This design comes from an exercise in tuning for small area on the open sky130 flow, not from production work.
In this exercise RTL edits were held to simulation tests only and were not proved equivalent to the original.
Power and IR drop assume default switching activity.

## arena_display
module arena_display (
	input  logic clk,
	input  logic rst_n,
	input  logic pix_en,
	input  arena_pkg::rail_t team1_ver_pos,
	input  arena_pkg::rail_t team1_hor_pos,
	input  arena_pkg::rail_t team2_ver_pos,
	input  arena_pkg::rail_t team2_hor_pos,
	input  arena_pkg::coord_t ball_x,
	input  arena_pkg::coord_t ball_y,
	input  arena_pkg::coord_t bludger_x,
	input  arena_pkg::coord_t bludger_y,
	input  arena_pkg::score_t team1_score,
	input  arena_pkg::score_t team2_score,
	output logic hor_sync,
	output logic ver_sync,
	output arena_pkg::channel_t red,
	output arena_pkg::channel_t green,
	output arena_pkg::channel_t blue
);
clock: 14.0 ns
lec_check: 0
abc_area: 1
cap_margin: 20
core_margin: 2
core_utilization: 40
cts_buf_list: sky130_fd_sc_hd__clkbuf_8
slew_margin: 20
standard.sh (not shown) runs the stock make flow with config.mk's settings and CLKGATE_MAP_FILE= SYNTH_SCRIPT=/design/flow/synth_recipe.tcl, a recipe that flattens the netlist after the stock synthesis.
==> flow/flow/run.sh <==
#!/bin/bash
# The standard layout with two changes:
#  - synthesis maps the logic with a stronger ABC area script (flow/abc_area.script),
#    without Yosys's full-adder extraction and without the quick ABC pass inside
#    Yosys's synth command (SYNTH_ARGS=-noabc), so the final ABC run sees the
#    unmapped logic; the flip-flops are mapped by the
#    standard dfflibmap step, so they keep the standard synthesis's names and cells;
#  - port buffers use the smallest buffer cell.
# Each make run writes its full output to a log file here; ORFS keeps its
# per-step logs under orfs/logs.
set -euo pipefail
W=$PWD
rm -rf "$W/orfs_scripts"
cp -r "$FLOW_HOME/scripts" "$W/orfs_scripts"
cp "$W/flow/abc_area.script" "$W/orfs_scripts/abc_area.script"
export BUFFER_PORTS_ARGS="-buffer_cell sky130_fd_sc_hd__buf_1"
export CTS_ARGS="-sink_clustering_enable -repair_clock_nets -buf_list sky130_fd_sc_hd__clkbuf_8 -dont_use_dummy_load"
SCRIPTS_DIR="$W/orfs_scripts" ADDER_MAP_FILE= SYNTH_ARGS=-noabc bash standard.sh synth > "$W/synth_make.log" 2>&1
bash standard.sh > "$W/layout_make.log" 2>&1
==> flow/flow/abc_area.script <==
strash
&get -n
&deepsyn -T 20
&put
dch -f
map -a
strash
&get -n
&deepsyn -T 20
&put
dch -f
amap
topo
Edit:
==> flow/flow/run.sh (replaced) <==
#!/bin/bash
set -euo pipefail
W=$PWD
rm -rf "$W/orfs_scripts"
cp -r "$FLOW_HOME/scripts" "$W/orfs_scripts"
cp "$W/flow/abc_area.script" "$W/orfs_scripts/abc_area.script"
export BUFFER_PORTS_ARGS="-buffer_cell sky130_fd_sc_hd__buf_1"
export CTS_ARGS="-sink_clustering_enable -repair_clock_nets -buf_list sky130_fd_sc_hd__clkbuf_8 -dont_use_dummy_load"
SCRIPTS_DIR="$W/orfs_scripts" ADDER_MAP_FILE= SYNTH_ARGS=-noabc bash standard.sh synth > "$W/synth_make.log" 2>&1
bash standard.sh > "$W/layout_make.log" 2>&1
==> flow/flow/abc_area.script (replaced) <==
strash
&get -n
&deepsyn -T 20
&put
dch -f
amap
strash
&get -n
&deepsyn -T 20
&put
dch -f
amap
strash
&get -n
&deepsyn -T 20
&put
dch -f
amap
topo
After rerunning: The changed run finished with timing, DRC and antenna clean. Core utilization came out lower by 0.48 points. Synthesized area came out lower by 2.3%. Non-clock buffer count came out higher by 1. Global-route usage came out lower by 0.18 points. Total power came out lower by 0.61%. Design area came out lower by 2.3%.
Edit:
==> flow/flow/run.sh (replaced) <==
#!/bin/bash
# The standard layout with two changes:
#  - synthesis maps the logic with a stronger ABC area script (flow/abc_area.script)
#    and without Yosys's full-adder extraction; the flip-flops are mapped by the
#    standard dfflibmap step, so they keep the standard synthesis's names and cells;
#  - port buffers use the smallest buffer cell.
# Each make run writes its full output to a log file here; ORFS keeps its
# per-step logs under orfs/logs.
set -euo pipefail
W=$PWD
rm -rf "$W/orfs_scripts"
cp -r "$FLOW_HOME/scripts" "$W/orfs_scripts"
cp "$W/flow/abc_area.script" "$W/orfs_scripts/abc_area.script"
export BUFFER_PORTS_ARGS="-buffer_cell sky130_fd_sc_hd__buf_1"
SCRIPTS_DIR="$W/orfs_scripts" ADDER_MAP_FILE= bash standard.sh synth > "$W/synth_make.log" 2>&1
bash standard.sh > "$W/layout_make.log" 2>&1
==> flow/flow/abc_area.script (replaced) <==
strash
&get -n
&deepsyn -T 20
&put
dch -f
map -a
strash
&get -n
&deepsyn -T 20
&put
dch -f
amap
topo
Result: The changed run finished clean. Maximum frequency fell by about 28%. Total power fell by 1.4%. Worst hold slack gets worse by 0.014 ns. Critical path depth rose by 4. First-iteration DRC count rose by 9.5%. Clock skew fell by 0.0049 ns. Cell count rose by 4.7%. Routed wire length rose by 7.2%. Non-clock buffer count stays the same.

Starting RTL as in the previous note.
## arena_display
module arena_display (
	input  logic clk,
	input  logic rst_n,
	input  logic pix_en,
	input  arena_pkg::rail_t team1_ver_pos,
	input  arena_pkg::rail_t team1_hor_pos,
	input  arena_pkg::rail_t team2_ver_pos,
	input  arena_pkg::rail_t team2_hor_pos,
	input  arena_pkg::coord_t ball_x,
	input  arena_pkg::coord_t ball_y,
	input  arena_pkg::coord_t bludger_x,
	input  arena_pkg::coord_t bludger_y,
	input  arena_pkg::score_t team1_score,
	input  arena_pkg::score_t team2_score,
	output logic hor_sync,
	output logic ver_sync,
	output arena_pkg::channel_t red,
	output arena_pkg::channel_t green,
	output arena_pkg::channel_t blue
);
	logic [9:0] x;
	logic [9:0] y;
	logic red_shape;
	logic blue_shape;
	logic line_hit;
	logic ball_hit;
	logic bludger_hit;
	logic blue_digit_hit;
	logic red_digit_hit;
	raster_timing u_timing (
		.clk(clk), .rst_n(rst_n), .pix_en(pix_en), .x(x), .y(y),
		.hor_sync(hor_sync), .ver_sync(ver_sync)
	);
	pitch_painter u_painter (
		.x(x), .y(y),
		.team1_ver_pos(team1_ver_pos), .team1_hor_pos(team1_hor_pos),
		.team2_ver_pos(team2_ver_pos), .team2_hor_pos(team2_hor_pos),
		.ball_x(ball_x), .ball_y(ball_y), .bludger_x(bludger_x), .bludger_y(bludger_y),
		.red_shape(red_shape), .blue_shape(blue_shape), .line_hit(line_hit),
		.ball_hit(ball_hit), .bludger_hit(bludger_hit)
	);
	score_board u_board (
		.x(x), .y(y), .team1_score(team1_score), .team2_score(team2_score),
		.blue_digit_hit(blue_digit_hit), .red_digit_hit(red_digit_hit)
	);
	pixel_composer u_composer (
		.clk(clk), .rst_n(rst_n), .pix_en(pix_en), .x(x), .y(y),
		.red_shape(red_shape), .blue_shape(blue_shape), .line_hit(line_hit),
		.ball_hit(ball_hit), .bludger_hit(bludger_hit),
		.blue_digit_hit(blue_digit_hit), .red_digit_hit(red_digit_hit),
		.red(red), .green(green), .blue(blue)
	);
endmodule
export LEC_CHECK = 0
export ABC_AREA = 1
export CAP_MARGIN = 20
export CORE_MARGIN = 2
export CORE_UTILIZATION = 40
export CTS_BUF_LIST = sky130_fd_sc_hd__clkbuf_8
export SLEW_MARGIN = 20
create_clock -name core_clock -period 14.0 [get_ports {clk}]
==> flow/flow/run.sh <==
#!/bin/bash
# The standard layout with two changes:
#  - synthesis maps the logic with a stronger ABC area script (flow/abc_area.script),
#    without Yosys's full-adder extraction and without the quick ABC pass inside
#    Yosys's synth command (SYNTH_ARGS=-noabc), so the final ABC run sees the
#    unmapped logic; the flip-flops are mapped by the
#    standard dfflibmap step, so they keep the standard synthesis's names and cells;
#  - port buffers use the smallest buffer cell.
# Each make run writes its full output to a log file here; ORFS keeps its
# per-step logs under orfs/logs.
set -euo pipefail
W=$PWD
rm -rf "$W/orfs_scripts"
cp -r "$FLOW_HOME/scripts" "$W/orfs_scripts"
cp "$W/flow/abc_area.script" "$W/orfs_scripts/abc_area.script"
export BUFFER_PORTS_ARGS="-buffer_cell sky130_fd_sc_hd__buf_1"
export CTS_ARGS="-repair_clock_nets -buf_list sky130_fd_sc_hd__clkbuf_8 -dont_use_dummy_load"
SCRIPTS_DIR="$W/orfs_scripts" ADDER_MAP_FILE= SYNTH_ARGS=-noabc bash standard.sh synth > "$W/synth_make.log" 2>&1
bash standard.sh > "$W/layout_make.log" 2>&1
==> flow/flow/abc_area.script <==
strash
&get -n
&deepsyn -T 20
&put
dch -f
map -a
strash
&get -n
&deepsyn -T 20
&put
dch -f
amap
topo
Change:
==> flow/flow/run.sh (replaced) <==
#!/bin/bash
# The standard layout with two changes:
#  - synthesis maps the logic with a stronger ABC area script (flow/abc_area.script)
#    and without Yosys's full-adder extraction; the flip-flops are mapped by the
#    standard dfflibmap step, so they keep the standard synthesis's names and cells;
#  - port buffers use the smallest buffer cell.
# Each make run writes its full output to a log file here; ORFS keeps its
# per-step logs under orfs/logs.
set -euo pipefail
W=$PWD
rm -rf "$W/orfs_scripts"
cp -r "$FLOW_HOME/scripts" "$W/orfs_scripts"
cp "$W/flow/abc_area.script" "$W/orfs_scripts/abc_area.script"
export BUFFER_PORTS_ARGS="-buffer_cell sky130_fd_sc_hd__buf_1"
SCRIPTS_DIR="$W/orfs_scripts" ADDER_MAP_FILE= bash standard.sh synth > "$W/synth_make.log" 2>&1
bash standard.sh > "$W/layout_make.log" 2>&1
- CAP_MARGIN: 20 -> 0
- SLEW_MARGIN: 20 -> 0
What happened: The changed run completed with no timing, DRC or antenna violations; combinational power went down by 22%; total power went down by 2.0%; first-iteration DRC count went down by 1.6%; sequential power is about the same; die area went up by 1.3%; setup slack loses 1700 ps; cell count went up by 0.41%; via count went down by 0.31%; sequential share of layout area went down by 0.16 points; sequential cell count does not change.
Change:
==> flow/flow/run.sh (replaced) <==
#!/bin/bash
# The standard layout with these changes:
#  - synthesis maps the logic with a stronger ABC area script (flow/abc_area.script),
#    without Yosys's full-adder extraction and without the quick ABC pass inside
#    Yosys's synth command (SYNTH_ARGS=-noabc), so the final ABC run sees the
#    unmapped logic; the flip-flops are mapped by the
#    standard dfflibmap step, so they keep the standard synthesis's names and cells;
#  - port buffers use the smallest buffer cell;
set -euo pipefail
W=$PWD
rm -rf "$W/orfs_scripts"
cp -r "$FLOW_HOME/scripts" "$W/orfs_scripts"
cp "$W/flow/abc_area.script" "$W/orfs_scripts/abc_area.script"
export BUFFER_PORTS_ARGS="-buffer_cell sky130_fd_sc_hd__buf_1"
export CTS_ARGS="-sink_clustering_enable -repair_clock_nets -buf_list sky130_fd_sc_hd__clkbuf_8 -dont_use_dummy_load"
SCRIPTS_DIR="$W/orfs_scripts" ADDER_MAP_FILE= SYNTH_ARGS=-noabc SYNTH_INSBUF=0 bash standard.sh synth > "$W/synth_make.log" 2>&1
bash standard.sh > "$W/layout_make.log" 2>&1
--- a/flow/flow/abc_area.script
+++ b/flow/flow/abc_area.script
@@ -6 +6,7 @@
-map -a
+amap
+strash
+&get -n
+&deepsyn -T 20
+&put
+dch -f
+amap
- CAP_MARGIN: 0 -> 20
- GPL_TIMING_DRIVEN: unset -> 0
- SLEW_MARGIN: 0 -> 20
Result: The new run completed with no timing, DRC or antenna violations. Routed wire length went down by 8.6%. Final cell count went down by about 5.3%. Via count went down by about 1.7%.
Change:
--- a/flow/flow/run.sh
+++ b/flow/flow/run.sh
@@ -2 +2 @@
-# The standard layout with these changes:
+# The standard layout with two changes:
@@ -8 +8,3 @@
-#  - port buffers use the smallest buffer cell;
+#  - port buffers use the smallest buffer cell.
+# Each make run writes its full output to a log file here; ORFS keeps its
+# per-step logs under orfs/logs.
@@ -15,2 +17 @@
-export CTS_ARGS="-sink_clustering_enable -repair_clock_nets -buf_list sky130_fd_sc_hd__clkbuf_8 -dont_use_dummy_load"
-SCRIPTS_DIR="$W/orfs_scripts" ADDER_MAP_FILE= SYNTH_ARGS=-noabc SYNTH_INSBUF=0 bash standard.sh synth > "$W/synth_make.log" 2>&1
+SCRIPTS_DIR="$W/orfs_scripts" ADDER_MAP_FILE= SYNTH_ARGS=-noabc bash standard.sh synth > "$W/synth_make.log" 2>&1
==> flow/flow/abc_area.script (replaced) <==
strash
&get -n
&deepsyn -T 20
&put
dch -f
map -a
strash
&get -n
&deepsyn -T 20
&put
dch -f
amap
topo
- GPL_TIMING_DRIVEN: 0 -> unset
What happened: Utilization fell by 0.86 points. Global-route usage hardly moves. Non-clock buffer count rose by 5. Synthesized area rose by 5.7%. Setup slack got worse by 260 ps. Clock-buffer cell count is unchanged. Maximum frequency fell by 2.9%. Power rose by 11%. Sequential power barely changes. Hold slack got worse by 19 ps.

build 15:
arena_display, a different RTL version from the one above (not shown whole).
Size in the first run: about 1000 cells after synthesis, about 24 flip-flops.
Settings: LEC_CHECK=0, ABC_AREA=1, CAP_MARGIN=20, CORE_MARGIN=2, CORE_UTILIZATION=40, SLEW_MARGIN=20; clock period 14.0 ns.
==> flow/flow/run.sh <==
#!/bin/bash
# The standard layout with two changes:
#  - synthesis maps the logic with a stronger ABC area script (flow/abc_area.script)
#    and without Yosys's full-adder extraction; the flip-flops are mapped by the
#    standard dfflibmap step, so they keep the standard synthesis's names and cells;
#  - port buffers use the smallest buffer cell.
# Each make run writes its full output to a log file here; ORFS keeps its
# per-step logs under orfs/logs.
set -euo pipefail
W=$PWD
rm -rf "$W/orfs_scripts"
cp -r "$FLOW_HOME/scripts" "$W/orfs_scripts"
cp "$W/flow/abc_area.script" "$W/orfs_scripts/abc_area.script"
export BUFFER_PORTS_ARGS="-buffer_cell sky130_fd_sc_hd__buf_1"
SCRIPTS_DIR="$W/orfs_scripts" ADDER_MAP_FILE= bash standard.sh synth > "$W/synth_make.log" 2>&1
bash standard.sh > "$W/layout_make.log" 2>&1
==> flow/flow/abc_area.script <==
strash
&get -n
&deepsyn -T 20
&put
dch -f
map -a
strash
&get -n
&deepsyn -T 20
&put
dch -f
map -a
topo
Having completed the whole flow, build 15 delivered a layout that passed the timing, DRC and antenna checks.
Edits applied to the flow inputs when going from build 15 to build 50:
==> flow/flow/run.sh <==
#!/bin/bash
# The standard layout, with the port buffers made from the smallest buffer
# cell instead of the one buffer_ports picks by default.
set -euo pipefail
export BUFFER_PORTS_ARGS="-buffer_cell sky130_fd_sc_hd__buf_1"
bash standard.sh > standard_flow.log 2>&1
removed: flow/flow/abc_area.script
[compare] base=build 15 new=build 50: design area rose by about 15%, effective utilization at floorplan lower, worst setup slack shows a reduction of 0.79 ns, post-route clock period utilization increased 5.6 points. Combinational share of power in build 50 is 3.3 points lower than in build 15. Diff build 50..build 15 | clock skew | negligible. On build 50: length of routed wiring on met1 is 1.2% lower than what build 15 gave. Looking at highest clock frequency the design can meet across both flows, build 50 is the weaker of the two, with build 15 ahead. Measured against each other, build 15 and build 50 differ in total die area, the lower figure coming from build 15. Comparing build 15 and build 50, the lower number of gates on the worst path with buffers counted was measured on build 15.
The inputs of build 89 differ from those of build 50 as listed below.
==> flow/run.sh (new file) <==
#!/bin/bash
# synth_recipe.tcl (not shown) runs the flow's synth.tcl, then flattens the netlist and writes it again
# the make line also repeats each setting of config.mk as NAME=value (left out here)
make -C /OpenROAD-flow-scripts/flow DESIGN_CONFIG=/design/flow/config.mk WORK_HOME=/design/flow/orfs CLKGATE_MAP_FILE= SYNTH_SCRIPT=/design/flow/synth_recipe.tcl finish
removed: flow/flow/run.sh
removed: flow/standard.sh
Results
- Per the comparison of build 89 with build 50, fraction of area in multi-input gates has decreased, wire length of the first global-routing pass has increased, switching power has increased, vias after detailed routing has decreased, delay contributed by the slowest stage of the critical path has remained practically unchanged.
- Higher relative contribution of combinational cells to total power among build 50 and build 89: build 89
- Route | build 89 vs build 50 | wire longer in build 89
- Per the comparison of build 89 with build 50, number of filler cells placed in the layout fell by 46, maximum fanout along the worst path stayed essentially flat.
- Compared build 50 against build 89; clock-cell share of area within noise.

the baseline:
arena_display with an RTL version that a note above also has.
Size in the first run: about 24 flip-flops, roughly 130 I/O pins, ~4800 µm² of cells after synthesis.
export LEC_CHECK = 0
export ABC_AREA = 1
export CAP_MARGIN = 20
export CORE_MARGIN = 2
export CORE_UTILIZATION = 40
export CTS_BUF_LIST = sky130_fd_sc_hd__clkbuf_8
export GPL_TIMING_DRIVEN = 0
export SLEW_MARGIN = 20
create_clock -name core_clock -period 14.0 [get_ports {clk}]
==> flow/flow/run.sh <==
#!/bin/bash
set -euo pipefail
W=$PWD
rm -rf "$W/orfs_scripts"
cp -r "$FLOW_HOME/scripts" "$W/orfs_scripts"
cp "$W/flow/abc_area.script" "$W/orfs_scripts/abc_area.script"
export BUFFER_PORTS_ARGS="-buffer_cell sky130_fd_sc_hd__buf_1"
export CTS_ARGS="-sink_clustering_enable -repair_clock_nets -buf_list sky130_fd_sc_hd__clkbuf_8 -dont_use_dummy_load"
SCRIPTS_DIR="$W/orfs_scripts" ADDER_MAP_FILE= SYNTH_ARGS=-noabc SYNTH_INSBUF=0 bash standard.sh synth > "$W/synth_make.log" 2>&1
bash standard.sh > "$W/layout_make.log" 2>&1
==> flow/flow/abc_area.script <==
strash
&get -n
&deepsyn -T 20
&put
dch -f
amap
strash
&get -n
&deepsyn -T 20
&put
dch -f
amap
strash
&get -n
&deepsyn -T 20
&put
dch -f
amap
topo
The baseline did not stop at any stage, and its layout met the timing, DRC and antenna checks.
Setup changes, the baseline to the candidate
# the baseline
export LEC_CHECK = 0
export ABC_AREA = 1
export CAP_MARGIN = 20
export CORE_MARGIN = 2
export CORE_UTILIZATION = 40
export CTS_BUF_LIST = sky130_fd_sc_hd__clkbuf_8
export GPL_TIMING_DRIVEN = 0
export SLEW_MARGIN = 20
create_clock -name core_clock -period 14.0 [get_ports {clk}]
# the candidate
export LEC_CHECK = 0
export ABC_AREA = 1
export CAP_MARGIN = 20
export CORE_MARGIN = 2
export CORE_UTILIZATION = 40
export CTS_BUF_LIST = sky130_fd_sc_hd__clkbuf_8
export SLEW_MARGIN = 20
create_clock -name core_clock -period 14.0 [get_ports {clk}]
-- flow/flow/run.sh --
<<< the baseline, line 9
SCRIPTS_DIR="$W/orfs_scripts" ADDER_MAP_FILE= SYNTH_ARGS=-noabc SYNTH_INSBUF=0 bash standard.sh synth > "$W/synth_make.log" 2>&1
>>> the candidate, line 9
SCRIPTS_DIR="$W/orfs_scripts" ADDER_MAP_FILE= SYNTH_ARGS=-noabc bash standard.sh synth > "$W/synth_make.log" 2>&1
==> flow/flow/abc_area.script <==
strash
&get -n
&deepsyn -T 20
&put
dch -f
map -a
strash
&get -n
&deepsyn -T 20
&put
dch -f
amap
topo
## What came out
Delta(arrival time of data at the critical path endpoint, the candidate - the baseline) > 0
In the candidate the core footprint turned out 650 µm² higher than in the baseline.
The candidate against the baseline: full die area increased by 5.5% relative to the old numbers, wire length of the first global-routing pass picked up an extra 500 µm, overall track demand over capacity in global routing level.
Post-synthesis compound-gate area fraction | the candidate below the baseline
The candidate ended with more post-synth design cell area than the baseline.
Summary — post-layout net count, the candidate relative to the baseline: higher, by 3.1%.

what the ideal ports hide:
In the flow no input, the clock included, has a driving cell. The finished layouts below were timed again as built, in two steps.
Step 1 sets driving cells, clkbuf_16 on the clock port and buf_2 on the other inputs (assumed; they add their load-dependent delay and slew).
Step 2 times the ports against the registers' clock, not the clock port: input delays grow and output delays shrink by t, the midpoint of the rising clock arrivals with the driver on.
a / b / c = ideal / step 1 / step 2; a / b = the first two.
run | t, ns | slack for setup (ns) | worst setup path at the end | latest minus earliest clock arrival (ns)
the first run of note 1 | 0.306 | 4.884 / 4.884 / 4.884 | register to register | 0.016 / 0.016
the second run of note 1 | 0.305 | 6.155 / 6.155 / 6.155 | register to register | 0.011 / 0.011
the third run of note 1 | 0.309 | 3.150 / 3.150 / 3.150 | register to register | 0.005 / 0.005
the first run of note 2 | 0.306 | 4.884 / 4.884 / 4.884 | register to register | 0.016 / 0.016
the second run of note 2 | 0.309 | 3.150 / 3.150 / 3.150 | register to register | 0.005 / 0.005
the third run of note 2 | 0.296 | 5.215 / 5.215 / 5.215 | register to register | 0.003 / 0.003
the fourth run of note 2 | 0.312 | 4.952 / 4.952 / 4.952 | register to register | 0.002 / 0.002
build 15 | 0.304 | 6.412 / 6.412 / 6.412 | register to register | 0.005 / 0.005
build 50 | 0.292 | 5.626 / 5.635 / 5.343 | input to register | 0.003 / 0.003
build 89 | 0.296 | 5.314 / 5.327 / 5.031 | input to register | 0.004 / 0.004
the baseline | 0.296 | 5.215 / 5.215 / 5.215 | register to register | 0.003 / 0.003
the candidate | 0.306 | 4.884 / 4.884 / 4.884 | register to register | 0.016 / 0.016
After both steps every run listed still meets setup and hold.
